Source: an optimization exercise on an open RTL-to-GDS flow (aim: small area). Production flows keep margins and buffers that such runs may drop.
The RTL was checked by simulation tests, not by an equivalence proof against the original design.
No activity file was given, so power comes from the tool's default toggle rates.

File: design/flow/constraint.sdc
create_clock -name core_clock -period 7.0 [get_ports {clk}]
set_input_delay 1.4000 -clock core_clock [delete_from_list [all_inputs] [get_ports {clk}]]
set_output_delay 1.4000 -clock core_clock [all_outputs]
set_load 0.01 [all_outputs]
File: design/flow/config.mk
export PLATFORM = sky130hd
export DESIGN_NAME = lsq_unit
export DESIGN_NICKNAME = lsq_unit
export VERILOG_FILES = /design/flow/design.v
export SDC_FILE = /design/flow/constraint.sdc
export NUM_CORES = 4
export LEC_CHECK = 0
export CAP_MARGIN = 20
export CORE_MARGIN = 2
export CORE_UTILIZATION = 40
export SLEW_MARGIN = 20
File: design/flow/design.v
module cdb_snoop (
    input  logic        ready,
    input  logic [4:0]  tag,
    input  logic [31:0] value,
    input  logic        cdb0_valid,
    input  logic [4:0]  cdb0_tag,
    input  logic [31:0] cdb0_value,
    input  logic        cdb1_valid,
    input  logic [4:0]  cdb1_tag,
    input  logic [31:0] cdb1_value,
    output logic        rdy,
    output logic [31:0] val
);
    logic hit0, hit1;
    assign hit0 = cdb0_valid && (cdb0_tag == tag);
    assign hit1 = cdb1_valid && (cdb1_tag == tag);
    assign rdy = ready || hit0 || hit1;
    always_comb begin
        if (ready)     val = value;
        else if (hit0) val = cdb0_value;
        else if (hit1) val = cdb1_value;
        else           val = {27'b0, tag};
    end
endmodule
module kind_enc (
    input  logic       is_store,
    input  logic [2:0] funct3,
    output logic [2:0] kind
);
    always_comb begin
        if (!is_store)      kind = funct3;
        else if (funct3[1]) kind = 3'b111;
        else if (funct3[0]) kind = 3'b110;
        else                kind = 3'b011;
    end
endmodule
module agu (
    input  logic [31:0] a,
    input  logic [31:0] b,
    output logic [31:0] sum,
    output logic [4:0]  carry
);
    logic [31:0] ci;
    logic [32:0] co;
    always_comb begin
        for (int k = 0; k < 32; k++) begin
            if (k == 0 || k == 6 || k == 12 || k == 17 || k == 22 || k == 27) ci[k] = 1'b0;
            else ci[k] = co[k];
            sum[k] = a[k] ^ b[k] ^ ci[k];
            co[k+1] = (a[k] & b[k]) | (ci[k] & (a[k] ^ b[k]));
        end
        co[0] = 1'b0;
    end
    assign carry = {co[27], co[22], co[17], co[12], co[6]};
endmodule
module agu_final (
    input  logic [31:0] s,
    input  logic [4:0]  carry,
    output logic [31:0] sum
);
    assign sum = s + {4'b0, carry[4], 4'b0, carry[3], 4'b0, carry[2], 4'b0,
                      carry[1], 5'b0, carry[0], 6'b0};
endmodule
module agu_store (
    input  logic [2:0]  kind,
    input  logic [1:0]  offset,
    input  logic [31:0] store_data,
    output logic        is_store,
    output logic [3:0]  mask,
    output logic [31:0] wdata
);
    logic sz_byte, sz_half;
    assign is_store = (kind[1] && kind[0]) || (kind[2] && kind[1]);
    assign sz_byte  = (kind[1:0] == 2'b00) || (kind == 3'b011);
    assign sz_half  = (kind[1:0] == 2'b01) || (kind == 3'b110);
    always_comb begin
        if (sz_byte)      mask = 4'b0001 << offset;
        else if (sz_half) mask = 4'b0011 << offset;
        else              mask = 4'b1111;
    end
    always_comb begin
        if (!is_store)    wdata = '0;
        else if (sz_byte) wdata = {24'b0, store_data[7:0]} << {offset, 3'b000};
        else if (sz_half) wdata = {16'b0, store_data[15:0]} << {offset[1], 4'b0000};
        else              wdata = store_data;
    end
endmodule
module load_align (
    input  logic [31:0] word,
    input  logic [1:0]  offset,
    input  logic [2:0]  kind,
    output logic [31:0] data
);
    logic [7:0]  lane_byte;
    logic [15:0] lane_half;
    assign lane_byte = word[{offset, 3'b000} +: 8];
    assign lane_half = word[{offset[1], 4'b0000} +: 16];
    always_comb begin
        case (kind)
            3'b000:  data = {{24{lane_byte[7]}}, lane_byte};
            3'b100:  data = {24'b0, lane_byte};
            3'b001:  data = {{16{lane_half[15]}}, lane_half};
            3'b101:  data = {16'b0, lane_half};
            3'b010:  data = word;
            default: data = '0;
        endcase
    end
endmodule
module lsq_queue (
    input  logic             clk,
    input  logic             enqueue,
    input  logic [2:0]       tail_idx,
    input  logic [31:0]      d_s,
    input  logic [4:0]       d_a,
    input  logic [31:0]      d_v2,
    input  logic             d_r1,
    input  logic             d_r2,
    input  logic [4:0]       d_rob,
    input  logic [2:0]       d_kind,
    input  logic             cdb0_valid,
    input  logic [4:0]       cdb0_tag,
    input  logic [31:0]      cdb0_value,
    input  logic             cdb1_valid,
    input  logic [4:0]       cdb1_tag,
    input  logic [31:0]      cdb1_value,
    output logic [7:0][31:0] e_s,
    output logic [7:0][4:0]  e_a,
    output logic [7:0][31:0] e_v2,
    output logic [7:0]       e_done,
    output logic [7:0][4:0]  e_rob,
    output logic [7:0][2:0]  e_kind
);
    logic [7:0] e_r1;
    logic [7:0] e_r2;
    for (genvar i = 0; i < 8; i++) begin : g_entry
        logic        hit10, hit11, hit20, hit21;
        logic        we, s1, s20, s21, k2;
        logic [31:0] v1, sum;
        logic [4:0]  carry;
        logic [31:0] v2_next;
        assign hit10 = !e_r1[i] && cdb0_valid && cdb0_tag == e_a[i];
        assign hit11 = !e_r1[i] && cdb1_valid && cdb1_tag == e_a[i];
        assign hit20 = !e_r2[i] && cdb0_valid && cdb0_tag == e_v2[i][4:0];
        assign hit21 = !e_r2[i] && cdb1_valid && cdb1_tag == e_v2[i][4:0];
        assign we  = enqueue && tail_idx == 3'(i);
        assign s1  = hit10 || hit11;
        assign s20 = !we && hit20;
        assign s21 = !we && !hit20 && hit21;
        assign k2  = !we && !hit20 && !hit21;
        assign v1 = hit10 ? cdb0_value : cdb1_value;
        agu agu_inst (
            .a     (e_s[i]),
            .b     (v1),
            .sum   (sum),
            .carry (carry)
        );
        assign v2_next = ({32{we}} & d_v2) | ({32{s20}} & cdb0_value) |
                         ({32{s21}} & cdb1_value) | ({32{k2}} & e_v2[i]);
        always_ff @(posedge clk) begin
            e_v2[i] <= v2_next;
            if (we) begin
                e_s[i]    <= d_s;
                e_a[i]    <= d_a;
                e_r1[i]   <= d_r1;
                e_r2[i]   <= d_r2;
                e_rob[i]  <= d_rob;
                e_kind[i] <= d_kind;
                e_done[i] <= 1'b0;
            end else begin
                if (s1) begin
                    e_r1[i] <= 1'b1;
                    e_s[i]  <= sum;
                    e_a[i]  <= carry;
                end
                if (hit20 || hit21) e_r2[i] <= 1'b1;
                e_done[i] <= e_r1[i] && e_r2[i];
            end
        end
    end
endmodule
module lsq_head_ctrl (
    input  logic        head_valid,
    input  logic        head_done,
    input  logic [2:0]  head_kind,
    input  logic [4:0]  head_rob_tag,
    input  logic [31:0] head_s,
    input  logic [4:0]  head_carry,
    input  logic [31:0] head_rs2_value,
    input  logic        flush,
    input  logic [31:0] mem_rdata,
    input  logic        mem_ready,
    output logic        mem_read,
    output logic [31:0] mem_addr,
    output logic        result_valid,
    output logic [4:0]  res_rob_tag,
    output logic        res_is_store,
    output logic [31:0] res_addr,
    output logic [3:0]  res_mask,
    output logic [31:0] res_wdata,
    output logic [31:0] res_load_data,
    output logic        dequeue
);
    logic        issue;
    logic        is_store;
    logic [1:0]  offset;
    logic [31:0] addr;
    logic [31:0] sum;
    agu_final agu_final_inst (
        .s     (head_s),
        .carry (head_carry),
        .sum   (sum)
    );
    assign offset = head_s[1:0];
    assign addr = {sum[31:2], 2'b00};
    agu_store agu_store_inst (
        .kind       (head_kind),
        .offset     (offset),
        .store_data (head_rs2_value),
        .is_store   (is_store),
        .mask       (res_mask),
        .wdata      (res_wdata)
    );
    load_align load_align_inst (
        .word   (mem_rdata),
        .offset (offset),
        .kind   (head_kind),
        .data   (res_load_data)
    );
    assign issue = head_valid && head_done && !flush;
    assign mem_read = issue && !is_store;
    assign result_valid = issue && (is_store || mem_ready);
    assign dequeue = result_valid;
    assign mem_addr = addr;
    assign res_addr = addr;
    assign res_rob_tag = head_rob_tag;
    assign res_is_store = is_store;
endmodule
module lsq_unit (
    input  logic        clk,
    input  logic        reset,
    input  logic        flush,
    input  logic        disp_valid,
    input  logic        disp_is_load,
    input  logic        disp_is_store,
    input  logic [2:0]  disp_funct3,
    input  logic [4:0]  disp_rob_tag,
    input  logic [31:0] disp_imm,
    input  logic        disp_rs1_ready,
    input  logic [4:0]  disp_rs1_tag,
    input  logic [31:0] disp_rs1_value,
    input  logic        disp_rs2_ready,
    input  logic [4:0]  disp_rs2_tag,
    input  logic [31:0] disp_rs2_value,
    input  logic        cdb0_valid,
    input  logic [4:0]  cdb0_tag,
    input  logic [31:0] cdb0_value,
    input  logic        cdb1_valid,
    input  logic [4:0]  cdb1_tag,
    input  logic [31:0] cdb1_value,
    input  logic [31:0] mem_rdata,
    input  logic        mem_ready,
    output logic        full,
    output logic        mem_read,
    output logic [31:0] mem_addr,
    output logic        result_valid,
    output logic [4:0]  res_rob_tag,
    output logic        res_is_store,
    output logic [31:0] res_addr,
    output logic [3:0]  res_mask,
    output logic [31:0] res_wdata,
    output logic [31:0] res_load_data
);
    logic [3:0]  head_ptr;
    logic [3:0]  tail_ptr;
    logic [2:0]  head_idx;
    logic [2:0]  tail_idx;
    logic        empty;
    logic        enqueue;
    logic        dequeue;
    logic [7:0][31:0] e_s;
    logic [7:0][4:0]  e_a;
    logic [7:0][31:0] e_v2;
    logic [7:0]       e_done;
    logic [7:0][4:0]  e_rob;
    logic [7:0][2:0]  e_kind;
    logic        d1_rdy, d2_rdy;
    logic [31:0] d1_val, d2_val;
    logic [2:0]  d_kind;
    logic [31:0] d_sum;
    logic [4:0]  d_carry;
    assign head_idx = head_ptr[2:0];
    assign tail_idx = tail_ptr[2:0];
    assign full  = (head_ptr ^ tail_ptr) == 4'b1000;
    assign empty = head_ptr == tail_ptr;
    assign enqueue = disp_valid && !full && !flush;
    cdb_snoop d1_snoop (
        .ready (disp_rs1_ready), .tag (disp_rs1_tag), .value (disp_rs1_value),
        .cdb0_valid, .cdb0_tag, .cdb0_value, .cdb1_valid, .cdb1_tag, .cdb1_value,
        .rdy (d1_rdy), .val (d1_val)
    );
    cdb_snoop d2_snoop (
        .ready (disp_rs2_ready), .tag (disp_rs2_tag), .value (disp_rs2_value),
        .cdb0_valid, .cdb0_tag, .cdb0_value, .cdb1_valid, .cdb1_tag, .cdb1_value,
        .rdy (d2_rdy), .val (d2_val)
    );
    kind_enc kind_enc_inst (
        .is_store (disp_is_store), .funct3 (disp_funct3), .kind (d_kind)
    );
    agu d_agu (
        .a     (disp_imm),
        .b     (d1_val),
        .sum   (d_sum),
        .carry (d_carry)
    );
    lsq_queue lsq_queue_inst (
        .clk, .enqueue, .tail_idx,
        .d_s (d1_rdy ? d_sum : disp_imm), .d_a (d1_rdy ? d_carry : disp_rs1_tag),
        .d_v2 (d2_val),
        .d_r1 (d1_rdy), .d_r2 (d2_rdy || disp_is_load),
        .d_rob (disp_rob_tag), .d_kind (d_kind),
        .cdb0_valid, .cdb0_tag, .cdb0_value, .cdb1_valid, .cdb1_tag, .cdb1_value,
        .e_s, .e_a, .e_v2, .e_done, .e_rob, .e_kind
    );
    always_ff @(posedge clk) begin
        if (reset || flush) begin
            head_ptr <= '0;
            tail_ptr <= '0;
        end else begin
            if (enqueue) tail_ptr <= tail_ptr + 4'd1;
            if (dequeue) head_ptr <= head_ptr + 4'd1;
        end
    end
    logic [7:0]  head_sel;
    logic        h_done;
    logic [2:0]  h_kind;
    logic [4:0]  h_rob;
    logic [31:0] h_s, h_v2;
    logic [4:0]  h_a;
    assign head_sel = 8'b1 << head_idx;
    always_comb begin
        h_done = 1'b0;
        h_kind = '0;
        h_rob  = '0;
        h_s    = '0;
        h_a    = '0;
        h_v2   = '0;
        for (int i = 0; i < 8; i++) begin
            h_done = h_done | (head_sel[i] & e_done[i]);
            h_kind = h_kind | ({3{head_sel[i]}} & e_kind[i]);
            h_rob  = h_rob  | ({5{head_sel[i]}} & e_rob[i]);
            h_s    = h_s    | ({32{head_sel[i]}} & e_s[i]);
            h_a    = h_a    | ({5{head_sel[i]}} & e_a[i]);
            h_v2   = h_v2   | ({32{head_sel[i]}} & e_v2[i]);
        end
    end
    lsq_head_ctrl lsq_head_ctrl_inst (
        .head_valid     (!empty),
        .head_done      (h_done),
        .head_kind      (h_kind),
        .head_rob_tag   (h_rob),
        .head_s         (h_s),
        .head_carry     (h_a),
        .head_rs2_value (h_v2),
        .flush, .mem_rdata, .mem_ready,
        .mem_read, .mem_addr, .result_valid, .res_rob_tag, .res_is_store,
        .res_addr, .res_mask, .res_wdata, .res_load_data, .dequeue
    );
endmodule
File: design/flow/run.sh
#!/bin/bash
# synth_recipe.tcl (not shown) runs the flow's synth.tcl, then flattens the netlist and writes it again
# the make line also repeats each setting of config.mk as NAME=value (left out here)
make -C /OpenROAD-flow-scripts/flow DESIGN_CONFIG=/design/flow/config.mk WORK_HOME=/design/flow/orfs CLKGATE_MAP_FILE= SYNTH_SCRIPT=/design/flow/synth_recipe.tcl finish
==> results.toml, run 1 <==
[clock_network]
cts_tree = "yes"
root_buffer = "clkbuf_16"
h-tree-depth = 3
cts_made_buffers = 79
clkLatencyLatePin_ns = 0.67
clk_pin_slew_ns = 0.05
post_cts_buffers = 0
clkSinkCount = 648
clockBufferDepth = 3

[worst_setup_path]
start_kind = "flip-flop"
cp-end-kind = "output pin"
cp.arrival_ns = 5.43
required_ns = 5.60
cp_max_fo = 36
critPathKind = "reg2out"

[run]
maxCapViolCount = 0

[grt]
antenna_found_initial = 5
grt_pass1_vias = 40083
grt_overflow = 0
track_usage = 0.322
grt_pass1_wl_um = 286000
grt_max_degree = 81

[yosys]
ys_top_cells_by_count = "576 x nand2_1, 564 x mux2i_1, 490 x o21ai_0"
synth_area_leaders = "edfxtp_1 24%, mux2i_1 12%, dfxtp_1 12%"
syn_area_um2 = 47000
synth-edff-count = 376
syn_area_per_cell_um2 = 9.89
postSynth.asyncResetShare = 0
synth_top_area_frac = 0.240
synth_top_area_cell = "edfxtp_1"
yosysUniqueCellTypes = 79
synthFlopType = "edfxtp_1"
ys_seq_area_frac = 0.356
ys_ff_latch = 648
synthCells = 4755
yosysMostFrequentCell = "nand2_1"
yosys_warnings = 7

[finish]
final_nets = 5431
area_growth_pct = 17.0
drive_above_1_share = 0.113
fill_cells = 10851

[timing]
setup_viol = 0
slew_viol_final = 0
worstMarginPinSlew_ns = 1.31
fin_crit_sh = 0.976
fmax_mhz = 146
finalSetupTns_ns = 0
skew_ns = 0.0290
period_needed_ns = 6.83
rsz0062_at_grt = "no"
final-hold-violation-count = 0
relSlewSlack = 0.118

[die]
die_area_um2 = 120000
die_w_um = 347
die_y_um = 347
ios = 372
start_util = 0.404
num_rows = 125
coreArea_um2 = 116000

[power]
finalPower_mw = 13.4
swShare = 0.322
p_leak_nw = 20.7
power_frac_comb = 0.284
ir_drop_mv = 0.184
p_int_mw = 9.10
p_per_area_nw_per_um2 = 244
pwr-share-seq = 0.398
switching_power_mw = 4.32
p_clk_frac = 0.317

[outcome]
status = "finished clean"

[placed_design]
io_buffers = 367
globalplace.congestion = 0.967
hpwl_um = 136000

[routing]
finalWirelength_um = 200000
vias = 41575
dr.pass1.iters = 10
routed_via_density = 6.41
first_iter_violations = 5916
routedWlPerCell_um = 30.9
ant_nets = 0
drcViolationCount = 0

[worst_hold_path]
min_path_type = "reg2reg"
routing by layer:
metal,up-vias,part of all wire,global-route usage
met5,-,0.00011,0
met4,4,0.055,0.162
met3,450,0.12,0.0687
met2,2890,0.43,0.480
met1,20617,0.40,0.441
li1,17614,-,-
worst max-delay path: stages, from the launching register on:
cell and delay, ns:
dfxtp_1 0.39, inv_1 0.19, ha_4 0.64, buf_12 0.29, and2b_1 0.44, a222oi_1 0.21
nand2_1 0.11, ha_1 0.17, a21boi_0 0.43, and3_1 0.42, nor2_1 0.13, nor3_1 0.19
xor2_1 0.50, clkdlybuf4s50_1 0.65
path summary, 6_finish.rpt:
check / startpoint / to / slack (ns) / cells after the start
worst max register to register: lsq_queue_inst.e_a[9] / lsq_queue_inst.e_s[43] / 2.55 / 15
worst min-delay path: lsq_queue_inst.e_r1[5] / lsq_queue_inst.e_done[5] / 0.53 / 1
worst max-delay path: head_ptr[1] / mem_addr[16] / 0.17 / 13
worst min register to register: lsq_queue_inst.e_r1[5] / lsq_queue_inst.e_done[5] / 0.53 / 1
registers in the layout, summed over array words and instances, names as in the netlist:
signal	cells
tail_ptr	4
lsq_queue_inst.e_s	256
lsq_queue_inst.e_v2	256
lsq_queue_inst.e_done	8
lsq_queue_inst.e_a	40
lsq_queue_inst.e_r1	8
lsq_queue_inst.e_kind	24
lsq_queue_inst.e_rob	40
lsq_queue_inst.e_r2	8
head_ptr	4
per-stage QoR:
step                      setup slack (ns)  hold slack, ns  utilization  std cells  cell area, um2
after CTS                            0.241           0.518        0.473       6483           55000
after global routing               0.00447           0.544        0.473       6485           55000
after detailed placement             0.423           0.507        0.451       6341           52400
after floorplan                      0.364           0.478            -       4758           47100
after global placement               0.435           0.489        0.450       6340           52400
final                                0.169           0.526        0.473       6486           55000
layout make-up:
class	count	area, um2	area share
multi-input cells	3308	27300	0.495
flip-flops and latches	648	16700	0.304
repair buffers	596	5550	0.101
clock buffers	106	2240	0.0408
well taps	1524	1910	0.0346
inverters	266	1000	0.0182
clock inverters	36	345	0.00627
diodes	2	5.00	0.0000909
power by group through the flow:
stage                     clock [mW]  combinational (mW)  sequential (mW)
final                           4.26                3.82             5.35
after global routing            4.43                4.22             5.41
after CTS                       4.27                3.76             5.33
after detailed placement           0                3.72             5.40
after global placement             0                3.64             5.39
after floorplan                    0                2.61             5.23
cell families (layout without fill, tap and decap cells):
| kind of cell | after synthesis | after routing | share of synthesized area |
|---|---|---|---|
| and+or+nand+nor | 820 | 820 | 0.0755 |
| adders and majority gates | 301 | 301 | 0.116 |
| muxes | 708 | 708 | 0.155 |
| buffers and inverters | 802 | 1004 | 0.0714 |
| AOI/OAI and AO/OA | 1252 | 1252 | 0.185 |
| DFF | 648 | 648 | 0.356 |
| xor gates and xnor gates | 223 | 223 | 0.0415 |
| other | 1 | 6 | 0.0000797 |
layout by cell type (no fill, tap or decap), types with 40 or more instances in the layout:
cell | netlist | routed
a221o_1 | 78 | 78
o21ai_0 | 490 | 489
clkbuf_16 | 0 | 83
o211ai_1 | 267 | 267
mux2_2 | 142 | 142
a22oi_1 | 40 | 40
a222oi_1 | 151 | 151
fa_1 | 225 | 225
mux2i_1 | 564 | 564
inv_1 | 257 | 257
nor2_1 | 85 | 85
edfxtp_1 | 376 | 376
nand2_1 | 576 | 569
buf_4 | 42 | 216
xor2_1 | 114 | 114
ha_1 | 76 | 71
xnor2_1 | 109 | 109
clkdlybuf4s50_1 | 0 | 366
dfxtp_1 | 272 | 271
repair_timing:
action	CTS	global route
setup endpoints to repair	0	2
hold buffers	0	0
resized for setup	0	1
==> run 2: changes to the inputs <==
--- a/design/flow/design.v
+++ b/design/flow/design.v
@@ -43,12 +43,13 @@
     logic [31:0] ci;
     logic [32:0] co;
-    always_comb begin
-        for (int k = 0; k < 32; k++) begin
-            if (k == 0 || k == 6 || k == 12 || k == 17 || k == 22 || k == 27) ci[k] = 1'b0;
-            else ci[k] = co[k];
-            sum[k] = a[k] ^ b[k] ^ ci[k];
-            co[k+1] = (a[k] & b[k]) | (ci[k] & (a[k] ^ b[k]));
+    assign co[0] = 1'b0;
+    for (genvar k = 0; k < 32; k++) begin : g_bit
+        if (k == 0 || k == 6 || k == 12 || k == 17 || k == 22 || k == 27) begin : g_first
+            assign ci[k] = 1'b0;
+        end else begin : g_next
+            assign ci[k] = co[k];
         end
-        co[0] = 1'b0;
+        assign sum[k] = a[k] ^ b[k] ^ ci[k];
+        assign co[k+1] = (a[k] & b[k]) | (ci[k] & (a[k] ^ b[k]));
     end
     assign carry = {co[27], co[22], co[17], co[12], co[6]};
@@ -127,5 +128,5 @@
     output logic [7:0][4:0]  e_a,
     output logic [7:0][31:0] e_v2,
-    output logic [7:0]       e_done,
+    output logic [7:0]       e_rdy,
     output logic [7:0][4:0]  e_rob,
     output logic [7:0][2:0]  e_kind
@@ -133,4 +134,5 @@
     logic [7:0] e_r1;
     logic [7:0] e_r2;
+    assign e_rdy = e_r1 & e_r2;
     for (genvar i = 0; i < 8; i++) begin : g_entry
         logic        hit10, hit11, hit20, hit21;
@@ -166,5 +168,4 @@
                 e_rob[i]  <= d_rob;
                 e_kind[i] <= d_kind;
-                e_done[i] <= 1'b0;
             end else begin
                 if (s1) begin
@@ -174,5 +175,4 @@
                 end
                 if (hit20 || hit21) e_r2[i] <= 1'b1;
-                e_done[i] <= e_r1[i] && e_r2[i];
             end
         end
@@ -281,5 +281,5 @@
     logic [7:0][4:0]  e_a;
     logic [7:0][31:0] e_v2;
-    logic [7:0]       e_done;
+    logic [7:0]       e_rdy;
     logic [7:0][4:0]  e_rob;
     logic [7:0][2:0]  e_kind;
@@ -320,11 +320,16 @@
         .d_rob (disp_rob_tag), .d_kind (d_kind),
         .cdb0_valid, .cdb0_tag, .cdb0_value, .cdb1_valid, .cdb1_tag, .cdb1_value,
-        .e_s, .e_a, .e_v2, .e_done, .e_rob, .e_kind
+        .e_s, .e_a, .e_v2, .e_rdy, .e_rob, .e_kind
     );
+    logic [2:0]  next_head_idx;
+    logic        head_done;
+    assign next_head_idx = dequeue ? head_idx + 3'd1 : head_idx;
     always_ff @(posedge clk) begin
         if (reset || flush) begin
             head_ptr <= '0;
             tail_ptr <= '0;
+            head_done <= 1'b0;
         end else begin
+            head_done <= e_rdy[next_head_idx] && !(enqueue && tail_idx == next_head_idx);
             if (enqueue) tail_ptr <= tail_ptr + 4'd1;
             if (dequeue) head_ptr <= head_ptr + 4'd1;
@@ -332,5 +337,4 @@
     end
     logic [7:0]  head_sel;
-    logic        h_done;
     logic [2:0]  h_kind;
     logic [4:0]  h_rob;
@@ -339,5 +343,4 @@
     assign head_sel = 8'b1 << head_idx;
     always_comb begin
-        h_done = 1'b0;
         h_kind = '0;
         h_rob  = '0;
@@ -346,5 +349,4 @@
         h_v2   = '0;
         for (int i = 0; i < 8; i++) begin
-            h_done = h_done | (head_sel[i] & e_done[i]);
             h_kind = h_kind | ({3{head_sel[i]}} & e_kind[i]);
             h_rob  = h_rob  | ({5{head_sel[i]}} & e_rob[i]);
@@ -356,5 +358,5 @@
     lsq_head_ctrl lsq_head_ctrl_inst (
         .head_valid     (!empty),
-        .head_done      (h_done),
+        .head_done      (head_done),
         .head_kind      (h_kind),
         .head_rob_tag   (h_rob),
==> design/flow/flow/run.sh (new file) <==
#!/bin/bash
# The standard layout (the standard.sh: standard synthesis, floorplan, place, CTS, route),
# with two changes to how the layout is made:
#  - each port still gets its own buffer, but a buf_1 instead of the resizer's default pick
#  - clock tree synthesis without dummy loads
# ORFS writes each step's full log under orfs/logs/; make's own output goes to standard_flow.log.
set -euo pipefail
bash standard.sh \
  'BUFFER_PORTS_ARGS=-buffer_cell sky130_fd_sc_hd__buf_1' \
  'CTS_ARGS=-sink_clustering_enable -repair_clock_nets -dont_use_dummy_load' \
  finish > standard_flow.log 2>&1
==> design/flow/standard.sh (new file) <==
#!/bin/bash
# synth_recipe.tcl (not shown) runs the flow's synth.tcl, then flattens the netlist and writes it again
# the make line also repeats each setting of config.mk as NAME=value (left out here)
make -C /OpenROAD-flow-scripts/flow DESIGN_CONFIG=/design/flow/config.mk WORK_HOME=/design/flow/orfs CLKGATE_MAP_FILE= SYNTH_SCRIPT=/design/flow/synth_recipe.tcl "${@:-finish}"
removed: design/flow/run.sh
==> run 2 against run 1 <==
Cell area is 6.5% lower. Total power is 8.6% lower. Register-to-register slack worse by 0.08 ns. Critical endpoint is now res_addr[31]. Critical path depth is 1 higher. Core utilization is 2.9 points lower. Wire length is 3.0% lower. Cell count is 0.34% higher. Setup slack better by 0.13 ns. Clock skew is 0.039 ns higher. Area after synthesis is 0.73% lower. Clock power is 17% lower.
==> results.toml, run 2 <==
[outcome]
status = "finished clean"

[timing]
slew_viol_final = 0
rsz0062_at_grt = "no"
fin_ws_ns = 0.303
setup_viol = 0
relSlewSlack = 0.0856
fin_crit_sh = 0.957
whs_ns = 0.536
worstMarginPinSlew_ns = 1.37
fmax_mhz = 149
period_needed_ns = 6.70
finalSetupTns_ns = 0
skew_ns = 0.0676
final-hold-violation-count = 0

[finish]
final_nets = 5498
area_growth_pct = 10.3
mostFrequentLayoutCells = "607 x nand2_1, 505 x mux2i_1, 480 x o21ai_0, 376 x edfxtp_1, 364 x buf_1"
top_regs = "lsq_queue_inst.e_s: 256 flops, lsq_queue_inst.e_v2: 256 flops"
fill_cells = 11115
drive_above_1_share = 0.101
stdcell_area_um2 = 51500
layout_commonest_cell = "nand2_1"

[worst_setup_path]
worstPathCellList = "inv_1 > ha_4 > buf_12 > a222oi_1 > mux2i_1 > a221o_1 > ha_1 > o21a_1 > a31oi_1 > o31ai_2 > a21oi_2 > nor4_2 > xnor2_1 > buf_1"
cp_max_fo = 106
cp-end-kind = "output pin"
critPathKind = "reg2out"
critPathMaxStageDelay_ns = 0.83
cp_slowest_cell = "a31oi_1"
required_ns = 5.60
cp.arrival_ns = 5.30
start_kind = "flip-flop"

[placed_design]
hpwl_um = 131000
io_buffers = 367
place_ws_ns = 0.453
place_area_um2 = 49500
globalplace.congestion = 0.964

[routing]
ant_nets = 0
wl_met3_um = 23900
routedWlPerCell_um = 29.8
drcViolationCount = 0
wirelength_met1_um = 74300
dr.pass1.iters = 10
routed_via_density = 6.40
vias = 41630
first_iter_violations = 6294
wl_met2_um = 85000
dr.max_layer_used = "met5"
finalWirelength_um = 194000

[clock_network]
root_buffer = "clkbuf_16"
clkSinkCount = 641
post_cts_buffers = 0
clkLatencyLatePin_ns = 0.66
cts_tree = "yes"
ctsHoldBuffers = 0
cts_resized = 0
clk_pin_slew_ns = 0.05
h-tree-depth = 3
cts_made_buffers = 78
clockBufferDepth = 3

[yosys]
synth-edff-count = 376
synth_top_area_frac = 0.242
synth_area_leaders = "edfxtp_1 24%, dfxtp_1 11%, mux2i_1 11%"
syn_area_per_cell_um2 = 9.62
yosysUniqueCellTypes = 73
synth_top_area_cell = "edfxtp_1"
postSynth.asyncResetShare = 0
synth_simple_gate_area_frac = 0.0846
ys_top_cells_by_count = "620 x nand2_1, 505 x mux2i_1, 482 x o21ai_0"
synthFlopType = "edfxtp_1"
synthXorXnorAreaFrac = 0.0366
synth_compound_area_frac = 0.190
ys_ff_latch = 641
ys_seq_area_frac = 0.355
synthCells = 4855
yosys_warnings = 6
synth_top_family_by_area = "compound AO/OA/AOI/OAI gates"
yosysMostFrequentCell = "nand2_1"
synth_mux_area_frac = 0.144
syn_area_um2 = 46700
yosys.area_share.adder = 0.117

[die]
die_y_um = 346
ios = 372
num_rows = 125
die_w_um = 346
start_util = 0.402
coreArea_um2 = 116000
die_area_um2 = 119000

[grt]
grt_max_degree = 107
track_usage = 0.314
grt_overflow = 0
grt_pass1_wl_um = 279000
antenna_found_initial = 24
grt_pass1_vias = 39106

[power]
p_leak_nw = 19.1
ir_drop_mv = 0.171
p_per_area_nw_per_um2 = 238

[worst_hold_path]
min_path_type = "reg2reg"

[run]
maxCapViolCount = 0
-- run 2: cell count changes after synthesis, sizes merged, moves of 19 or more --
cell / previous run / this run
a21o: 34 / 3
a21oi: 34 / 143
a221o: 78 / 39
a221oi: 23 / 4
a222oi: 151 / 184
a22oi: 40 / 79
buf: 181 / 202
inv: 266 / 285
mux2i: 564 / 505
nand2: 576 / 620
nor2: 85 / 191
o21ai: 527 / 485
-- run 2: cell families after synthesis --
kind of cell / after synthesis
multiplexers: 650
XOR/XNOR: 195
AO/OA/AOI/OAI: 1304
adder cells (fa/ha/maj): 301
other: 1
buffers and inverters: 825
flip-flops: 641
AND/OR/NAND/NOR: 938
-- run 2: final cells by class --
| type | instances | area (um2) | area share |
|---|---|---|---|
| antenna | 20 | 50.0 | 0.000972 |
| clock buffer | 78 | 1950 | 0.0379 |
| inverter | 286 | 1080 | 0.0209 |
| multi-input combinational | 3392 | 27000 | 0.524 |
| sequential | 641 | 16600 | 0.322 |
| tap | 1524 | 1910 | 0.0370 |
| timing repair buffer | 567 | 2910 | 0.0564 |
-- run 2: worst paths after layout --
path | from | to | slack, ns | cells after the start
setup / recovery | head_ptr[0] | res_addr[31] | 0.30 | 14
hold / removal | head_ptr[3] | head_ptr[3] | 0.54 | 2
setup reg to reg | lsq_queue_inst.e_a[19] | lsq_queue_inst.e_s[101] | 2.47 | 14
hold reg to reg | head_ptr[3] | head_ptr[3] | 0.54 | 2
-- run 2: routing by layer --
metal | vias up | track usage
met1 | 20450 | 0.416
li1 | 17779 | -
met5 | - | 0
met3 | 512 | 0.0744
met2 | 2875 | 0.480
met4 | 14 | 0.154
-- run 2: worst max-delay path, delay by kind of cell (launching register included) --
family          cells  cell delay [ns]
fa+ha+maj           2             0.50
buf+inv             3             0.62
flops               1             0.47
simple gates        1             0.06
compound gates      6             2.41
mux                 1             0.16
xor+xnor            1             0.27
-- run 2: stage by stage --
stage | total power [mW] | util | std cells
2_1_floorplan | 7.73 | - | 4858
3_3_place_gp | 8.60 | 0.426 | 6408
3_5_place_dp | 8.71 | 0.426 | 6410
4_1_cts | 12.2 | 0.443 | 6488
5_1_grt | 12.9 | 0.444 | 6503
6_report | 12.3 | 0.444 | 6508
-- run 2: power breakdown --
part	leakage, nW	total [mW]	internal [mW]	switching (mW)
Sequential	5.60	5.27	4.77	0.492
Combinational	12.6	3.47	1.54	1.92
Clock	0.961	3.54	1.95	1.59
Total	19.1	12.3	8.27	4.01
==> run 3: changes to the inputs <==
==> design/flow/flow/run.sh (replaced) <==
#!/bin/bash
# The standard layout (the standard.sh), with three changes to how the layout is made:
#  - synthesis is the standard flow's synthesis script with only ABC's mapping script swapped for
#    flow/abc_area.script (area recovery); registers, their names and cell types are unchanged
#  - each port still gets its own buffer, but a buf_1 instead of the resizer's default pick
#  - clock tree synthesis without dummy loads and with larger sink clusters
# ORFS writes each step's full log under orfs/logs/; make's own output goes to standard_flow.log.
set -euo pipefail
W=$PWD
sed 's|^source \$::env(SCRIPTS_DIR)/synth_preamble.tcl$|&\nset abc_args [lreplace $abc_args 1 1 '"$W"'/flow/abc_area.script]|' \
  "$FLOW_HOME/scripts/synth.tcl" > "$W/synth_area.tcl"
grep -q 'flow/abc_area.script' "$W/synth_area.tcl"
sed 's|source \$::env(SCRIPTS_DIR)/synth.tcl|source '"$W"'/synth_area.tcl|' \
  "$W/synth_recipe.tcl" > "$W/synth_recipe_area.tcl"
grep -q 'synth_area.tcl' "$W/synth_recipe_area.tcl"
bash standard.sh \
  "SYNTH_SCRIPT=$W/synth_recipe_area.tcl" \
  'BUFFER_PORTS_ARGS=-buffer_cell sky130_fd_sc_hd__buf_1' \
  'CTS_ARGS=-sink_clustering_enable -repair_clock_nets -dont_use_dummy_load -sink_clustering_size 25 -sink_clustering_max_diameter 80' \
  finish > standard_flow.log 2>&1
==> design/flow/flow/abc_area.script (new file) <==
&get -n
&st
&dch
&nf -R 1000
&put
buffer -c
topo
stime -c
upsize -c
dnsize -c
--- a/design/flow/config.mk
+++ b/design/flow/config.mk
@@ -9,3 +9,4 @@
 export CORE_MARGIN = 2
 export CORE_UTILIZATION = 40
+export SETUP_SLACK_MARGIN = 0.1
 export SLEW_MARGIN = 20
==> run 3 against run 2 <==
Clock skew rose by 0.0092 ns. Via count is 1.4% lower. Combinational power shrank 19%. Register-to-register slack got worse by 0.84 ns. Sequential power about the same. Clock power decreased by 33%. Critical path type unchanged. Critical endpoint is now mem_addr[31]. Largest cell class unchanged. Largest power group unchanged.
==> results.toml, run 3 <==
[worst_setup_path]
cp_max_fo = 21
critPathKind = "reg2out"
start_kind = "flip-flop"
required_ns = 5.60
cp.arrival_ns = 5.23
cp-end-kind = "output pin"

[routing]
dr.pass1.iters = 15
ant_nets = 0
routedWlPerCell_um = 32.2
vias = 41038
finalWirelength_um = 200000
routed_via_density = 6.62
first_iter_violations = 8004
drcViolationCount = 0

[clock_network]
clkLatencyLatePin_ns = 0.64
root_buffer = "clkbuf_16"
clk_pin_slew_ns = 0.09
clkSinkCount = 641
post_cts_buffers = 0
ctsHoldBuffers = 0
h-tree-depth = 2
cts_made_buffers = 39
cts_tree = "yes"
clockBufferDepth = 3

[timing]
skew_ns = 0.0768
period_needed_ns = 6.63
worstMarginPinSlew_ns = 1.19
setup_viol = 0
fin_ws_ns = 0.371
fmax_mhz = 151
fin_crit_sh = 0.947
final-hold-violation-count = 0
whs_ns = 0.441
finalSetupTns_ns = 0
slew_viol_final = 0
relSlewSlack = 0.182
rsz0062_at_grt = "no"

[placed_design]
hpwl_um = 134000
place_area_um2 = 46800
place_ws_ns = 0.483
io_buffers = 367
globalplace.congestion = 0.980

[finish]
final_nets = 5315
area_growth_pct = 8.83
mostFrequentLayoutCells = "862 x nand2_1, 407 x a222oi_1, 376 x edfxtp_1, 363 x buf_1, 270 x inv_1"
top_regs = "lsq_queue_inst.e_s: 256 flops, lsq_queue_inst.e_v2: 256 flops"
layout_commonest_cell = "nand2_1"
drive_above_1_share = 0.0968
fill_cells = 10527
stdcell_area_um2 = 47800
final_core_utilization = 0.439

[power]
p_int_mw = 6.85
pwr-share-seq = 0.503
swShare = 0.342
p_leak_nw = 18.3
switching_power_mw = 3.57
p_per_area_nw_per_um2 = 218
power_frac_comb = 0.271
ir_drop_mv = 0.158
p_clk_frac = 0.227

[outcome]
status = "finished clean"

[grt]
grt_overflow = 0
grt_max_degree = 71
track_usage = 0.343
grt_pass1_vias = 38799
antenna_found_initial = 16
grt_pass1_wl_um = 282000

[yosys]
postSynth.asyncResetShare = 0
synth_top_area_frac = 0.257
synth_area_leaders = "edfxtp_1 26%, dfxtp_1 12%, fa_1 10%"
synthCells = 4689
syn_area_per_cell_um2 = 9.37
synth-edff-count = 376
yosys_warnings = 6
synth_top_area_cell = "edfxtp_1"
ys_top_cells_by_count = "864 x nand2_1, 418 x clkbuf_1, 407 x a222oi_1"
syn_area_um2 = 43900
yosysMostFrequentCell = "nand2_1"
yosysUniqueCellTypes = 66
ys_ff_latch = 641
ys_seq_area_frac = 0.378
synthFlopType = "edfxtp_1"

[die]
num_rows = 121
ios = 372
coreArea_um2 = 109000
die_w_um = 335
start_util = 0.404
die_area_um2 = 113000
die_y_um = 335

[run]
maxCapViolCount = 0

[worst_hold_path]
min_path_type = "reg2reg"
## run 3: kinds of logic after synthesis
kind of cell,synth area share
other cells,0.0000854
flops,0.378
xor+xnor,0.0459
mux,0.0665
buf+inv,0.0714
compound gates,0.180
simple gates,0.134
fa+ha+maj,0.124
## run 3: worst paths after layout
check / slack [ns] / from / endpoint / depth (start not counted)
worst max register to register: 1.63 / head_ptr[0] / head_done / 19
worst min register to register: 0.44 / lsq_queue_inst.e_v2[72] / lsq_queue_inst.e_v2[72] / 2
worst max-delay path: 0.37 / head_ptr[0] / mem_addr[31] / 18
worst min-delay path: 0.44 / lsq_queue_inst.e_v2[72] / lsq_queue_inst.e_v2[72] / 2
## run 3: per-layer routing
| metal | global-route usage | wire, um | up-vias |
|---|---|---|---|
| met1 | 0.448 | 73400 | 19965 |
| met2 | 0.497 | 83500 | 3452 |
| li1 | - | - | 17060 |
| met5 | 0 | 97 | - |
| met4 | 0.165 | 10500 | 14 |
| met3 | 0.131 | 32200 | 547 |
## run 3: metrics by stage
stage / std cells / power [mW]
global placement: 6151 / 7.94
finish: 6200 / 10.4
global route: 6195 / 10.9
detailed placement: 6153 / 8.02
floorplan: 4692 / 7.06
CTS: 6192 / 10.3
## run 3: layout make-up
| type | instances | area [um2] | area share |
|---|---|---|---|
| diodes | 5 | 12.5 | 0.000262 |
| clock buffers | 39 | 976 | 0.0204 |
| inverters | 275 | 1030 | 0.0216 |
| multi-input cells | 3261 | 24500 | 0.513 |
| flip-flops and latches | 641 | 16600 | 0.347 |
| well taps | 1414 | 1770 | 0.0370 |
| repair buffers | 565 | 2910 | 0.0608 |
## run 3: worst max-delay path: stages (launching register included)
cell,delay (ns)
dfxtp_1,0.37
ha_1,0.30
ha_4,0.28
buf_4,0.29
a222oi_1,0.43
inv_1,0.07
a221oi_1,0.21
nand2_1,0.09
ha_1,0.38
a41oi_4,0.20
nor4_4,0.25
nand3_1,0.14
nand2_2,0.19
a41oi_4,0.18
or3_4,0.44
o41ai_4,0.25
nand2_1,0.11
xnor2_1,0.20
buf_1,0.17
## run 3: what timing repair did
action | CTS | global route
gates resized for setup | 1 | 8
gates cloned | 0 | 1
pin swaps | 0 | 2
endpoints found under the setup margin | 4 | 18
## run 3: power groups by stage
| stage | logic [mW] | registers, mW | clock network [mW] |
|---|---|---|---|
| floorplan | 1.90 | 5.16 | 0 |
| global placement | 2.65 | 5.29 | 0 |
| detailed placement | 2.72 | 5.30 | 0 |
| CTS | 2.74 | 5.22 | 2.36 |
| global route | 3.08 | 5.31 | 2.47 |
| finish | 2.82 | 5.24 | 2.36 |
==> run 4: changes to the inputs <==
--- a/design/flow/design.v
+++ b/design/flow/design.v
@@ -140,5 +140,7 @@
         logic [31:0] v1, sum;
         logic [4:0]  carry;
-        logic [31:0] v2_next;
+        logic [31:0] v2_next, s_next;
+        logic [4:0]  a_next;
+        logic        c1, k1;
         assign hit10 = !e_r1[i] && cdb0_valid && cdb0_tag == e_a[i];
         assign hit11 = !e_r1[i] && cdb1_valid && cdb1_tag == e_a[i];
@@ -147,4 +149,6 @@
         assign we  = enqueue && tail_idx == 3'(i);
         assign s1  = hit10 || hit11;
+        assign c1  = !we && s1;
+        assign k1  = !we && !s1;
         assign s20 = !we && hit20;
         assign s21 = !we && !hit20 && hit21;
@@ -157,11 +161,13 @@
             .carry (carry)
         );
+        assign s_next = ({32{we}} & d_s) | ({32{c1}} & sum) | ({32{k1}} & e_s[i]);
+        assign a_next = ({5{we}} & d_a) | ({5{c1}} & carry) | ({5{k1}} & e_a[i]);
         assign v2_next = ({32{we}} & d_v2) | ({32{s20}} & cdb0_value) |
                          ({32{s21}} & cdb1_value) | ({32{k2}} & e_v2[i]);
         always_ff @(posedge clk) begin
             e_v2[i] <= v2_next;
+            e_s[i]  <= s_next;
+            e_a[i]  <= a_next;
             if (we) begin
-                e_s[i]    <= d_s;
-                e_a[i]    <= d_a;
                 e_r1[i]   <= d_r1;
                 e_r2[i]   <= d_r2;
@@ -171,6 +177,4 @@
                 if (s1) begin
                     e_r1[i] <= 1'b1;
-                    e_s[i]  <= sum;
-                    e_a[i]  <= carry;
                 end
                 if (hit20 || hit21) e_r2[i] <= 1'b1;
==> run 4 against run 3 <==
Still clean on timing, DRC and antenna. Non-clock buffer count grew 2. Worst hold slack lost 0.0024 ns. Largest cell class unchanged. Fmax shrank 0.13%. Sequential power grew 25%. Core utilization grew 0.075 points. Sequential share of layout area shrank 5.3 points. Total power grew 38%. Critical path depth shrank 3.
==> results.toml, run 4 <==
[yosys]
synth-edff-count = 80
synth_top_area_cell = "dfxtp_1"
postSynth.asyncResetShare = 0
syn_area_per_cell_um2 = 9.12
synthCells = 4654
yosysUniqueCellTypes = 66
syn_area_um2 = 42400
yosys_warnings = 6
synth_top_area_frac = 0.265
synth_area_leaders = "dfxtp_1 26%, fa_1 11%, a222oi_1 8.5%"
ys_top_cells_by_count = "757 x nand2_1, 561 x dfxtp_1, 398 x clkbuf_1"
ys_ff_latch = 641
ys_seq_area_frac = 0.321
yosysMostFrequentCell = "nand2_1"
synthFlopType = "dfxtp_1"

[timing]
rsz0062_at_grt = "no"
period_needed_ns = 6.64
worstMarginPinSlew_ns = 1.27
relSlewSlack = 0.151
final-hold-violation-count = 0
fmax_mhz = 151
fin_ws_ns = 0.362
finalSetupTns_ns = 0
setup_viol = 0
whs_ns = 0.438
fin_crit_sh = 0.948
skew_ns = 0.0532
slew_viol_final = 0

[grt]
busiest_layer = "met2"
use_met2 = 0.535
antenna_found_initial = 15
grt_pass1_vias = 40036
use_met3 = 0.0981
grt_pass1_wl_um = 284000
track_usage = 0.354
use_met1 = 0.455
grt_overflow = 0
grt_max_degree = 66

[clock_network]
clk_pin_slew_ns = 0.08
h-tree-depth = 2
clkSinkCount = 641
cts_made_buffers = 40
cts_tree = "yes"
clkLatencyLatePin_ns = 0.64
clockBufferDepth = 3
ctsHoldBuffers = 0
root_buffer = "clkbuf_16"

[power]
finalPower_mw = 14.4
ir_drop_mv = 0.168
p_per_area_nw_per_um2 = 311
p_leak_nw = 19.6

[worst_setup_path]
required_ns = 5.60
timing.rr.start = "head_ptr[0]"
critPathKind = "reg2out"
reg2reg_depth = 18
cp.arrival_ns = 5.24
r2r_end = "head_done"
rrSetupSlack_ns = 1.92
start_kind = "flip-flop"
cp-end-kind = "output pin"
cp_max_fo = 61

[die]
die_area_um2 = 109000
start_util = 0.403
ios = 372
die_y_um = 330
die_w_um = 330
coreArea_um2 = 105000
num_rows = 119

[run]
maxCapViolCount = 0

[finish]
mostFrequentLayoutCells = "755 x nand2_1, 560 x dfxtp_1, 363 x buf_1, 360 x a222oi_1, 328 x nor2_1"
final_core_utilization = 0.440
final_nets = 5262
drive_above_1_share = 0.113
layout_commonest_cell = "nand2_1"
final_cells = 6128
fill_cells = 10364
area_growth_pct = 9.18
top_regs = "lsq_queue_inst.e_s: 256 flops, lsq_queue_inst.e_v2: 256 flops"
stdcell_area_um2 = 46300

[routing]
dr.pass1.iters = 13
drcViolationCount = 0
vias = 41819
routed_via_density = 6.82
routedWlPerCell_um = 32.5
finalWirelength_um = 199000
first_iter_violations = 8132
ant_nets = 0

[worst_hold_path]
worstHoldEndpoint = "lsq_queue_inst.e_v2[159]"
min_path_type = "reg2reg"
holdPathStages = 2
hold_start = "lsq_queue_inst.e_v2[159]"

[placed_design]
io_buffers = 367
place_ws_ns = 0.642
place_area_um2 = 45200
hpwl_um = 129000
place_inst = 6077
globalplace.congestion = 0.945

[outcome]
status = "finished clean"
==> run 4: logic make-up after synthesis <==
| logic type | share of synthesized area |
|---|---|
| compound gates | 0.221 |
| xor+xnor | 0.0477 |
| mux | 0.0748 |
| flops | 0.321 |
| other cells | 0.0000884 |
| fa+ha+maj | 0.129 |
| simple gates | 0.134 |
| buf+inv | 0.0725 |
==> run 4: area by class of cell <==
type | count | area (um2) | share of cell area
diodes | 9 | 22.5 | 0.000486
clock buffers | 40 | 1000 | 0.0216
inverters | 236 | 887 | 0.0192
multi-input cells | 3244 | 26000 | 0.562
flip-flops and latches | 641 | 13600 | 0.294
well taps | 1391 | 1740 | 0.0376
repair buffers | 567 | 2990 | 0.0646
==> run 4: layer usage <==
layer / share of wire / vias up / routed length (um)
li1: - / 17269 / -
met1: 0.37 / 20585 / 73400
met2: 0.42 / 3282 / 84500
met3: 0.14 / 675 / 28800
met4: 0.063 / 8 / 12500
met5: 0.00025 / - / 50
==> run 4: worst max path at each step <==
stage	from	endpoint	slack [ns]	cells past startpoint
final	head_ptr[0]	res_wdata[5]	0.36	15
after global routing	head_ptr[0]	res_wdata[5]	0.16	15
after CTS	head_ptr[0]	res_wdata[5]	0.29	15
after detailed placement	cdb1_tag[3]	lsq_queue_inst.e_s[229]	0.64	16
after global placement	cdb1_tag[3]	lsq_queue_inst.e_s[197]	0.66	16
after floorplan	cdb0_tag[3]	lsq_queue_inst.e_s[101]	0.64	19
==> run 4: repair_timing <==
action | 4_1_cts | 5_1_grt
endpoints found under the hold margin | 0 | 0
gates resized for setup | 0 | 2
setup buffers | 0 | 0
endpoints found under the setup margin | 0 | 13
==> run 4: where the power goes <==
part	leakage [nW]	switching [mW]	total (mW)	internal, mW
clock network	0.493	1.38	2.40	1.02
registers	5.38	1.40	6.57	5.17
logic	13.8	2.95	5.45	2.50
total	19.6	5.73	14.4	8.69
==> run 4: worst max-delay path: stages, from the launching register on <==
cell and delay [ns]:
dfxtp_1 0.36, inv_1 0.17, ha_1 0.20, nor2b_4 0.67
buf_12 0.49, a22oi_1 0.14, nand3_1 0.13, a221o_1 0.35
clkinv_2 0.16, nor2_2 0.28, a21oi_2 0.26, nor2_1 0.51
a21oi_1 0.14, buf_4 0.21, nor3_1 0.26, buf_1 0.21
==> run 5: changes to the inputs <==
--- a/design/flow/config.mk
+++ b/design/flow/config.mk
@@ -6,7 +6,7 @@
 export NUM_CORES = 4
 export LEC_CHECK = 0
-export CAP_MARGIN = 20
+export CAP_MARGIN = 10
 export CORE_MARGIN = 2
 export CORE_UTILIZATION = 40
-export SETUP_SLACK_MARGIN = 0.1
-export SLEW_MARGIN = 20
+export SETUP_SLACK_MARGIN = 0.05
+export SLEW_MARGIN = 10
==> run 5 against run 4 <==
Combinational power about the same. Core utilization fell by 0.093 points. Setup slack got worse by 0.092 ns. Area after synthesis is the same. Cell count hardly changed. Register-to-register slack got worse by 0.14 ns. Critical path depth did not move. Die area did not move. Sequential power about the same. Critical path type unchanged. Largest power group unchanged.
==> results.toml, run 5 <==
[routing]
routed_via_density = 6.88
wl_met3_um = 29400
routedWlPerCell_um = 32.6
wl_met2_um = 82800
finalWirelength_um = 200000
drcViolationCount = 0
dr.pass1.iters = 13
ant_nets = 0
vias = 42137
wirelength_met1_um = 73200
dr.max_layer_used = "met5"
first_iter_violations = 8095

[grt]
antenna_found_initial = 19
grt_max_degree = 66
track_usage = 0.353
grt_overflow = 0
grt_pass1_wl_um = 283000
grt_pass1_vias = 39951

[timing]
fin_crit_sh = 0.961
setup_viol = 0
worstMarginPinSlew_ns = 1.30
relSlewSlack = 0.135
final-hold-violation-count = 0
fin_ws_ns = 0.270
skew_ns = 0.0631
period_needed_ns = 6.73
finalSetupTns_ns = 0
rsz0062_at_grt = "no"
fmax_mhz = 149
slew_viol_final = 0

[yosys]
synthCells = 4654
yosysUniqueCellTypes = 66
postSynth.asyncResetShare = 0
synthFlopType = "dfxtp_1"
synth_area_leaders = "dfxtp_1 26%, fa_1 11%, a222oi_1 8.5%"
ys_ff_latch = 641
syn_area_per_cell_um2 = 9.12
yosysMostFrequentCell = "nand2_1"
synth-edff-count = 80
synth_top_area_cell = "dfxtp_1"
syn_area_um2 = 42400
synth_top_area_frac = 0.265
yosys_warnings = 6
ys_seq_area_frac = 0.321
ys_top_cells_by_count = "757 x nand2_1, 561 x dfxtp_1, 398 x clkbuf_1"

[placed_design]
globalplace.congestion = 0.945
place_ws_ns = 0.600
hpwl_um = 128000
io_buffers = 367

[power]
p_leak_nw = 19.6
p_per_area_nw_per_um2 = 312
ir_drop_mv = 0.163

[die]
die_area_um2 = 109000
num_rows = 119
ios = 372
coreArea_um2 = 105000
die_w_um = 330
die_y_um = 330
start_util = 0.403

[outcome]
status = "finished clean"

[clock_network]
clk_pin_slew_ns = 0.09
post_cts_buffers = 0
clkSinkCount = 641
root_buffer = "clkbuf_16"
cts_made_buffers = 39
clkLatencyLatePin_ns = 0.64
clockBufferDepth = 3
cts_resized = 0
cts_tree = "yes"
h-tree-depth = 2
ctsHoldBuffers = 0

[worst_setup_path]
cp_max_fo = 61
crit_family = "simple AND/OR/NAND/NOR gates"
start_kind = "flip-flop"
cp_slowest_cell = "nor2b_4"
worstPathCellList = "inv_1 > ha_1 > nor2b_4 > buf_12 > a22oi_1 > nand3_1 > a221o_1 > clkinv_2 > nor2_2 > a21oi_1 > nor2_2 > a21oi_1 > buf_4 > nor3_1 > buf_1"
cp-end-kind = "output pin"
critPathKind = "reg2out"
path_buf_inv = 5
critPathMaxStageDelay_ns = 0.69
cp.arrival_ns = 5.33
required_ns = 5.60

[finish]
seq_area_um2 = 13600
drive_above_1_share = 0.111
multiInputGateArea_um2 = 26000
fill_cells = 10354
area_growth_pct = 8.95
top_regs = "lsq_queue_inst.e_s: 256 flops, lsq_queue_inst.e_v2: 256 flops"
final_nets = 5259
layout_commonest_cell = "nand2_1"
mostFrequentLayoutCells = "755 x nand2_1, 560 x dfxtp_1, 364 x buf_1, 360 x a222oi_1, 328 x nor2_1"

[run]
maxCapViolCount = 0

[worst_hold_path]
min_path_type = "reg2reg"
==> run 5: per-layer routing <==
metal | up-vias | track usage
li1 | 17254 | -
met1 | 20515 | 0.457
met2 | 3619 | 0.522
met3 | 741 | 0.0979
met4 | 8 | 0.216
met5 | - | 0
==> run 5: through the flow <==
step / hold WS, ns / cell area [um2] / utilization / power (mW) / std cells
after detailed placement: 0.429 / 45200 / 0.429 / 11.9 / 6076
after global routing: 0.458 / 46200 / 0.439 / 15.3 / 6117
final: 0.439 / 46200 / 0.439 / 14.4 / 6122
after CTS: 0.440 / 46200 / 0.439 / 14.2 / 6115
after floorplan: 0.414 / 42400 / - / 10.1 / 4657
after global placement: 0.424 / 45200 / 0.429 / 11.7 / 6076
==> run 5: cell type report <==
cell class,count,area share
well taps,1391,0.0377
repair buffers,565,0.0638
inverters,236,0.0192
flip-flops and latches,641,0.295
clock buffers,39,0.0211
diodes,6,0.000325
multi-input cells,3244,0.563
==> run 5: cell families after synthesis <==
group | Yosys count | synth area share
xor+xnor | 230 | 0.0477
compound gates | 1064 | 0.221
mux | 292 | 0.0748
buf+inv | 772 | 0.0725
simple gates | 1353 | 0.134
other cells | 1 | 0.0000884
flops | 641 | 0.321
fa+ha+maj | 301 | 0.129
==> run 5: final timing paths <==
kind                                                  to  depth (start not counted)  slack, ns                     start
worst max-delay path                        res_wdata[5]                         15       0.27               head_ptr[0]
worst min-delay path            lsq_queue_inst.e_v2[209]                          2       0.44  lsq_queue_inst.e_v2[209]
worst max register to register                 head_done                         18       1.78               head_ptr[0]
worst min register to register  lsq_queue_inst.e_v2[209]                          2       0.44  lsq_queue_inst.e_v2[209]
==> run 5: power by group <==
| part | total (mW) | internal, mW | switching [mW] |
|---|---|---|---|
| registers | 6.58 | 5.17 | 1.41 |
| logic | 5.46 | 2.50 | 2.95 |
| clock network | 2.37 | 0.996 | 1.38 |
==> run 5: worst min-delay path: cells and delay by family, from the launching register on <==
| kind | cells | cell delay [ns] |
|---|---|---|
| AND/OR/NAND/NOR | 2 | 0.09 |
| flip-flops | 1 | 0.31 |
==> run 6: changes to the inputs <==
==> design/flow/flow/abc_area.script (replaced) <==
&get -n
&st
&dch
&nf -R 1000 -p
&put
buffer -c
topo
stime -c
upsize -c
dnsize -c
==> run 6 against run 5 <==
Area after synthesis down 0.16%. Cell area down 0.11%. Still clean on timing, DRC and antenna. Combinational power about the same. Total power is 0.51% lower. Via count is 0.12% lower. Cell count fell by 0.11%. Flip-flop and latch count unchanged.
==> results.toml, run 6 <==
[routing]
routedWlPerCell_um = 32.8
dr.pass1.iters = 13
wirelength_met1_um = 73000
vias = 42087
ant_nets = 0
finalWirelength_um = 200000
wl_met3_um = 29100
first_iter_violations = 8397
wl_met2_um = 83500
dr.max_layer_used = "met5"
routed_via_density = 6.88
drcViolationCount = 0

[yosys]
ys_seq_area_frac = 0.322
yosysMostFrequentCell = "nand2_1"
yosys_warnings = 6
ys_ff_latch = 641
yosysUniqueCellTypes = 60
syn_area_um2 = 42400
synthCells = 4646
synth_top_area_cell = "dfxtp_1"
synth-edff-count = 80
postSynth.asyncResetShare = 0
synthFlopType = "dfxtp_1"
synth_top_area_frac = 0.265
syn_area_per_cell_um2 = 9.12
synth_area_leaders = "dfxtp_1 27%, fa_1 11%, a222oi_1 8.6%"
ys_top_cells_by_count = "750 x nand2_1, 561 x dfxtp_1, 412 x clkbuf_1"

[clock_network]
clockBufferDepth = 3
cts_tree = "yes"
cts_made_buffers = 37
ctsHoldBuffers = 0
clkSinkCount = 641
root_buffer = "clkbuf_16"
clkLatencyLatePin_ns = 0.64
h-tree-depth = 2
clk_pin_slew_ns = 0.11

[timing]
period_needed_ns = 6.76
finalSetupTns_ns = 0
final-hold-violation-count = 0
fin_crit_sh = 0.965
rsz0062_at_grt = "no"
fmax_mhz = 148
relSlewSlack = 0.100
worstMarginPinSlew_ns = 1.35
whs_ns = 0.441
skew_ns = 0.0755
slew_viol_final = 0
setup_viol = 0

[grt]
grt_pass1_vias = 39386
grt_max_degree = 50
grt_pass1_wl_um = 283000
antenna_found_initial = 18
track_usage = 0.355
grt_overflow = 0

[worst_setup_path]
cp-end-kind = "output pin"
path_buf_inv = 2
timing.rr.start = "head_ptr[0]"
required_ns = 5.60
critPathMaxStageDelay_ns = 0.50
cp_slowest_cell = "and2_4"
endpoint = "mem_addr[30]"
cp.arrival_ns = 5.36
r2r_end = "head_done"
reg2reg_depth = 12
start_kind = "flip-flop"
rrSetupSlack_ns = 1.57
crit_family = "simple AND/OR/NAND/NOR gates"
crit_cells = 18
crit_top_cell = "ha_1"
worstPathCellList = "inv_1 > ha_1 > and2_4 > a22oi_1 > nand3_1 > ha_1 > ha_1 > nor3b_2 > a22o_1 > a31oi_1 > nor3_1 > and3_1 > a21oi_1 > nor3b_1 > nor2_1 > nor3b_1 > xnor2_1 > buf_1"
crit_path_start = "head_ptr[0]"
critPathKind = "reg2out"
cp_max_fo = 23

[die]
die_area_um2 = 109000
die_w_um = 329
coreArea_um2 = 105000
die_y_um = 329
start_util = 0.403
ios = 372
num_rows = 119

[placed_design]
place_area_um2 = 45200
place_inst = 6067
globalplace.congestion = 0.975
hpwl_um = 131000
io_buffers = 367

[finish]
multiInputGateArea_um2 = 26000
layout_commonest_cell = "nand2_1"
fill_cells = 10256
top_regs = "lsq_queue_inst.e_s: 256 flops, lsq_queue_inst.e_v2: 256 flops"
final_cells = 6115
stdcell_area_um2 = 46200
final_nets = 5251
drive_above_1_share = 0.110
area_growth_pct = 9.00
seq_area_um2 = 13600
mostFrequentLayoutCells = "748 x nand2_1, 560 x dfxtp_1, 365 x buf_1, 362 x a222oi_1, 329 x nor2_1"

[power]
p_leak_nw = 19.6
p_per_area_nw_per_um2 = 310
ir_drop_mv = 0.158

[outcome]
status = "finished clean"

[run]
maxCapViolCount = 0

[worst_hold_path]
min_path_type = "reg2reg"
-- run 6: changes by cell type in the layout (fill, tap and decap cells not counted), moves of 3 or more --
cell	before	now
inv_1	223	220
buf_4	191	196
a21oi_1	65	60
and3_1	26	23
and2_1	1	4
o31ai_2	0	3
nor2b_1	1	4
nand2_1	755	748
o31ai_1	26	23
-- run 6: worst min-delay path, delay by kind of cell (launching register included) --
| kind | cells | cell delay [ns] |
|---|---|---|
| DFF | 1 | 0.32 |
| and+or+nand+nor | 2 | 0.09 |
-- run 6: logic make-up after synthesis --
| group | after synthesis | synth area share |
|---|---|---|
| mux | 293 | 0.0754 |
| buf+inv | 769 | 0.0715 |
| flops | 641 | 0.322 |
| simple gates | 1350 | 0.133 |
| compound gates | 1061 | 0.221 |
| fa+ha+maj | 301 | 0.129 |
| other cells | 1 | 0.0000885 |
| xor+xnor | 230 | 0.0480 |
-- run 6: power by group --
part / switching (mW) / internal [mW] / total (mW)
Combinational: 2.95 / 2.49 / 5.44
Sequential: 1.42 / 5.17 / 6.59
Clock: 1.35 / 0.948 / 2.30
-- run 6: metrics by stage --
| stage | power [mW] | util | setup WS [ns] |
|---|---|---|---|
| after global routing | 15.2 | 0.439 | 0.0596 |
| after global placement | 11.8 | 0.430 | 0.472 |
| after floorplan | 10.1 | - | 0.118 |
| after detailed placement | 11.9 | 0.430 | 0.429 |
| final | 14.3 | 0.439 | 0.245 |
| after CTS | 14.2 | 0.438 | 0.125 |
-- run 6: area by class of cell --
cell class	instances	area share
multi-input cells	3239	0.564
flip-flops and latches	641	0.295
repair buffers	568	0.0639
well taps	1391	0.0377
clock buffers	37	0.0201
inverters	232	0.0189
diodes	7	0.000379
-- run 6: what timing repair did --
action	CTS	global route
gates cloned	0	0
hold endpoints to repair	0	0
endpoints found under the setup margin	2	15
resized for setup	1	1
buffers inserted	0	4
-- run 6: worst min path at each step --
| stage | from | end | slack [ns] | cells after the start |
|---|---|---|---|---|
| 6_report | lsq_queue_inst.e_v2[184] | lsq_queue_inst.e_v2[184] | 0.44 | 2 |
| 5_1_grt | lsq_queue_inst.e_v2[159] | lsq_queue_inst.e_v2[159] | 0.45 | 2 |
| 4_1_cts | lsq_queue_inst.e_v2[184] | lsq_queue_inst.e_v2[184] | 0.44 | 2 |
| 3_5_place_dp | lsq_queue_inst.e_v2[184] | lsq_queue_inst.e_v2[184] | 0.43 | 2 |
| 3_3_place_gp | lsq_queue_inst.e_v2[254] | lsq_queue_inst.e_v2[254] | 0.42 | 2 |
| 2_1_floorplan | lsq_queue_inst.e_v2[173] | lsq_queue_inst.e_v2[173] | 0.41 | 2 |
-- run 6: metal layers --
metal	vias to the layer above	track usage
met1	20480	0.459
li1	17224	-
met4	16	0.219
met3	789	0.101
met5	-	0
met2	3578	0.522

==> static timing again, ports no longer ideal <==
The results above use ideal ports. As a check the final layouts listed here were re-extracted and re-timed, cells and wires unchanged. Step 1, drivers: a clkbuf_16 drives clk and a buf_2 each remaining input, both assumed. Step 2, shift: input delay + t, output delay - t, t = (earliest + latest rising clock arrival at the registers) / 2. This alone moves slack from input paths to output paths. Three values: ideal, step 1, step 2; two values: the first two.
run | shift t [ns] | setup slack, ns | hold WS [ns] | latest minus earliest clock arrival (ns) | worst register clock-pin slew, ns
run 1 | 0.730 | 0.169 / 0.091 / 0.274 | 0.526 / 0.526 / 0.526 | 0.029 / 0.029 | 0.07 / 0.07
run 2 | 0.695 | 0.303 / 0.232 / 0.099 | 0.536 / 0.536 / 0.536 | 0.068 / 0.068 | 0.07 / 0.07
run 3 | 0.672 | 0.371 / 0.304 / 0.304 | 0.441 / 0.441 / 0.441 | 0.078 / 0.078 | 0.11 / 0.11
run 4 | 0.684 | 0.362 / 0.288 / 0.435 | 0.438 / 0.438 / 0.438 | 0.057 / 0.057 | 0.11 / 0.11
run 5 | 0.686 | 0.270 / 0.195 / 0.364 | 0.439 / 0.439 / 0.439 | 0.065 / 0.064 | 0.11 / 0.11
run 6 | 0.682 | 0.245 / 0.171 / 0.240 | 0.441 / 0.441 / 0.441 | 0.082 / 0.082 | 0.11 / 0.11
After both steps setup and hold are still met in every run listed. For run 2, which loses most, drivers alone change the setup slack by -0.071 ns; drivers and shift together by -0.204 ns.
